From an optimization exercise on the open Yosys and OpenROAD flow, aimed at a short achievable clock period and few clock cycles per item; shortcuts taken in it are not production practice.
In this exercise RTL edits were held to simulation tests only and were not proved equivalent to the original.

Setup of lane 1:
// pipeline_cpu
module pipeline_cpu (
    input  logic  clock,
    input  logic  rst_n,
    output cpu_pkg::word_t address_imem,
    input  cpu_pkg::word_t q_imem,
    output cpu_pkg::word_t address_dmem,
    output cpu_pkg::word_t data,
    output logic  wren,
    input  cpu_pkg::word_t q_dmem
);
    localparam int BT_IW = 3;                
    localparam int BT_N  = 1 << BT_IW;
    logic [31:0] pc;
    logic        fd_valid;
    logic [31:0] fd_ir, fd_pc, fd_pc1, fd_tgt;
    logic        fd_isr;                     
    logic [4:0]  fd_baddr;
    logic [31:0] fd_rsoh, fd_rboh;           
    logic        fd_pred, fd_own, fd_conf;
    logic [1:0]  fd_ctr;
    logic [4:0]  fd_iter, fd_trip;
    logic [31:0] dx_a, dx_b, dx_c, dx_pc, dx_pc1, dx_tgt;
    logic        dx_fa, dx_fb, dx_fc, dx_fc_late;
    logic        dx_add00, dx_add10, dx_add01, dx_add11;
    logic        dx_sub01, dx_cin;          
    logic        dx_s_and, dx_s_or, dx_s_sll, dx_s_sra;
    logic        dx_ne00, dx_ne10, dx_ne01, dx_lt00, dx_lt10, dx_lt01;
    logic [4:0]  dx_sh, dx_rd;
  ...
For scale: about 8200 cells after synthesis, about 1800 flip-flops, ~160 I/O pins, ~91000 um2 of cells after synthesis.
export LEC_CHECK = 0
export CAP_MARGIN = 20
export CELL_PAD_IN_SITES_DETAIL_PLACEMENT = 1
export CORE_MARGIN = 2
export CORE_UTILIZATION = 40
export PLACE_DENSITY = 0.5
export SETUP_SLACK_MARGIN = 5
export SLEW_MARGIN = 20
create_clock -name core_clock -period 8.5 [get_ports {clock}]
standard.sh (not shown) runs the stock make flow with config.mk's settings and CLKGATE_MAP_FILE= SYNTH_SCRIPT=/design/flow/synth_recipe.tcl, a recipe that flattens the netlist after the stock synthesis.
==> flow/flow/run.sh <==
#!/bin/bash
# The standard layout (standard.sh, unchanged synthesis and steps), with
# one change: the port buffers that global placement inserts on every input
# and output are plain sky130_fd_sc_hd__buf_4 cells instead of the delay
# buffer buffer_ports picks by default. make's full output goes to
# flow_make.log in the work folder; ORFS keeps each step's own log under
# orfs/logs.
set -uo pipefail
bash standard.sh 'BUFFER_PORTS_ARGS=-buffer_cell sky130_fd_sc_hd__buf_4' finish > flow_make.log 2>&1
rc=$?
tail -40 flow_make.log
exit $rc
Testbench counts of lane 1, summed over its fixed seeds: cycles 73,827, instrs 69,073.
Input-level comparison between lane 2 and lane 1:
--- a/flow/design.v
+++ b/flow/design.v
@@ -111,23 +111,31 @@
     logic        e_redir, e_taken, stall;
     logic [31:0] pc_out_n;
     assign address_imem = ~pc_out_n;
     assign pc1   = pc + 32'd1;
     assign f_idx  = pc[BT_IW-1:0];
     assign f_hit  = bt_v[f_idx];
     assign f_isj  = (q_imem[31:27] == 5'd1);
     assign f_isbr = (q_imem[31:27] == 5'd2) || (q_imem[31:27] == 5'd6);
     assign f_take = f_isbr && (f_hit ? bt_pt[f_idx] : q_imem[16]);
     assign f_jt   = {5'd0, q_imem[26:0]};
     assign f_imm  = {{15{q_imem[16]}}, q_imem[16:0]};
-    ks_add32 u_btgt (.a(pc), .b(f_imm), .cin(1'b1), .s(f_btgt), .cout(f_btgt_co));
+    logic [17:0] f_lo;
+    logic [14:0] pc_hi, pc_hi_p1, pc_hi_m1;
+    assign f_lo     = {1'b0, pc[16:0]} + {1'b0, q_imem[16:0]} + 18'd1;
+    assign pc_hi    = pc[31:17];
+    assign pc_hi_p1 = pc[31:17] + 15'd1;
+    assign pc_hi_m1 = pc[31:17] - 15'd1;
+    assign f_btgt[16:0]  = f_lo[16:0];
+    assign f_btgt[31:17] = (q_imem[16] == f_lo[17]) ? pc_hi : q_imem[16] ? pc_hi_m1 : pc_hi_p1;
+    assign f_btgt_co = 1'b0;
     assign npc_norm = stall ? pc : f_isj ? f_jt : f_take ? f_btgt : pc1;
     assign npc_t    = dx_mp_t ? dx_tgt : npc_norm;
     assign npc_n    = dx_mp_n ? dx_pc1 : npc_norm;
     assign npc      = e_taken ? npc_t : npc_n;
     assign e_redir  = e_taken ? dx_mp_t : dx_mp_n;
     always_ff @(posedge clock or negedge rst_n) begin
         if (!rst_n) begin
             pc       <= '0;
             pc_out_n <= '1;
             fd_valid <= 1'b0;
         end else begin
@@ -376,39 +384,51 @@
             t_conf = dx_conf;
         end
         t_pt   = t_ctr[1] && !(t_conf && t_iter == t_trip);
         n_ctr  = (dx_ctr == 2'd0) ? 2'd0 : dx_ctr - 2'd1;
         n_iter = 5'd0;
         n_trip = dx_iter;
         n_conf = (dx_iter == dx_trip);
         n_pt   = n_ctr[1] && !(n_conf && n_iter == n_trip);
     end
     logic             bu_e;
     logic [BT_IW-1:0] bu_idx;
-    logic [1:0]       bu_ctr;
-    logic [4:0]       bu_iter, bu_trip;
-    logic             bu_conf, bu_pt;
+    logic             bu_tk;
+    logic [1:0]       bu_tctr, bu_nctr, bu_ctr;
+    logic [4:0]       bu_titer, bu_niter, bu_ttrip, bu_ntrip, bu_iter, bu_trip;
+    logic             bu_tconf, bu_nconf, bu_tpt, bu_npt, bu_conf, bu_pt;
+    assign bu_ctr  = bu_tk ? bu_tctr  : bu_nctr;
+    assign bu_iter = bu_tk ? bu_titer : bu_niter;
+    assign bu_trip = bu_tk ? bu_ttrip : bu_ntrip;
+    assign bu_conf = bu_tk ? bu_tconf : bu_nconf;
+    assign bu_pt   = bu_tk ? bu_tpt   : bu_npt;
     always_ff @(posedge clock or negedge rst_n) begin
         if (!rst_n) begin
             bu_e <= 1'b0;
         end else begin
             bu_e <= e_bwr;
         end
     end
     always_ff @(posedge clock) begin
         bu_idx  <= dx_pc[BT_IW-1:0];
-        bu_ctr  <= e_taken ? t_ctr  : n_ctr;
-        bu_iter <= e_taken ? t_iter : n_iter;
-        bu_trip <= e_taken ? t_trip : n_trip;
-        bu_conf <= e_taken ? t_conf : n_conf;
-        bu_pt   <= e_taken ? t_pt   : n_pt;
+        bu_tk    <= e_taken;
+        bu_tctr  <= t_ctr;
+        bu_nctr  <= n_ctr;
+        bu_titer <= t_iter;
+        bu_niter <= n_iter;
+        bu_ttrip <= t_trip;
+        bu_ntrip <= n_trip;
+        bu_tconf <= t_conf;
+        bu_nconf <= n_conf;
+        bu_tpt   <= t_pt;
+        bu_npt   <= n_pt;
     end
     always_ff @(posedge clock or negedge rst_n) begin
         if (!rst_n) begin
             for (int i = 0; i < BT_N; i++) begin
                 bt_v[i]    <= 1'b0;
                 bt_pt[i]   <= 1'b0;
                 bt_ctr[i]  <= '0;
                 bt_iter[i] <= '0;
                 bt_trip[i] <= '0;
                 bt_conf[i] <= 1'b0;
             end
==> comparison <==
- Looking at layout buffer count excluding clock buffers, lane 2 sits above lane 1.
- Looking at shortest period the worst path allows, lane 2 sits 0.14 ns below lane 1.
- The post-synthesis area per instance reported for lane 2 is smaller than that of lane 1 by 2.5%.
- Lane 2 ended up with a lower depth of the most critical reg-to-reg path than lane 1 did.
- Lane 2 ended up with a higher via count than lane 1 did.
- The die outline area of lane 2 was inferior to that of lane 1.
- Lane 2 — basic-gate share of the synthesized area counting and, or, nand and nor cells 0.63 points higher, lane 1 as reference
- Compared lane 1 against lane 2; area fraction of clock buffers and clock inverters within noise.
- Lane 2 falls short of lane 1 in cell area after synthesis.
- Lane 2 reports its end point of the critical path as pc[18] while lane 1 reports pc_out_n[27].
- Between lane 1 and lane 2, wire length after detailed routing increased.
- Between lane 2 and lane 1, it is lane 2 whose met1 routed wirelength after detailed routing is higher, by about 2.3%.
- Per the comparison of lane 2 with lane 1, fmax +about 3.7%, number of flip-flops and latches went up.
Testbench counts of lane 2, summed over its fixed seeds: cycles 73,827, instrs 69,073.

-- separate check: timing with driven ports --
No port has a modelled driver above. Below, the same layouts with a new extraction and two added sets of constraints.
Step 1 assumes that a clkbuf_16 drives the clock port and a buf_2 every other input.
Step 2 times the ports against the registers' clock, not the clock port: input delays grow and output delays shrink by t, the midpoint of the rising clock arrivals with the driver on.
a / b / c = ideal ports / drivers / drivers and shift; a / b = the first two.
| run | shift t [ns] | slack for setup (ns) | latest minus earliest clock arrival (ns) | worst register clock-pin slew, ns | pins driven straight from the clock port |
|---|---|---|---|---|---|
| lane 1 | 0.964 | 4.565 / 4.565 / 3.890 | 0.065 / 0.065 | 0.07 / 0.07 | 1 |
| lane 2 | 0.966 | 4.704 / 4.704 / 3.889 | 0.052 / 0.052 | 0.07 / 0.07 | 1 |
After both steps setup and hold are still met in every run listed. The setup slack of lane 2, which loses most, moves by 0.000 ns with the drivers and by -0.815 ns with both steps.
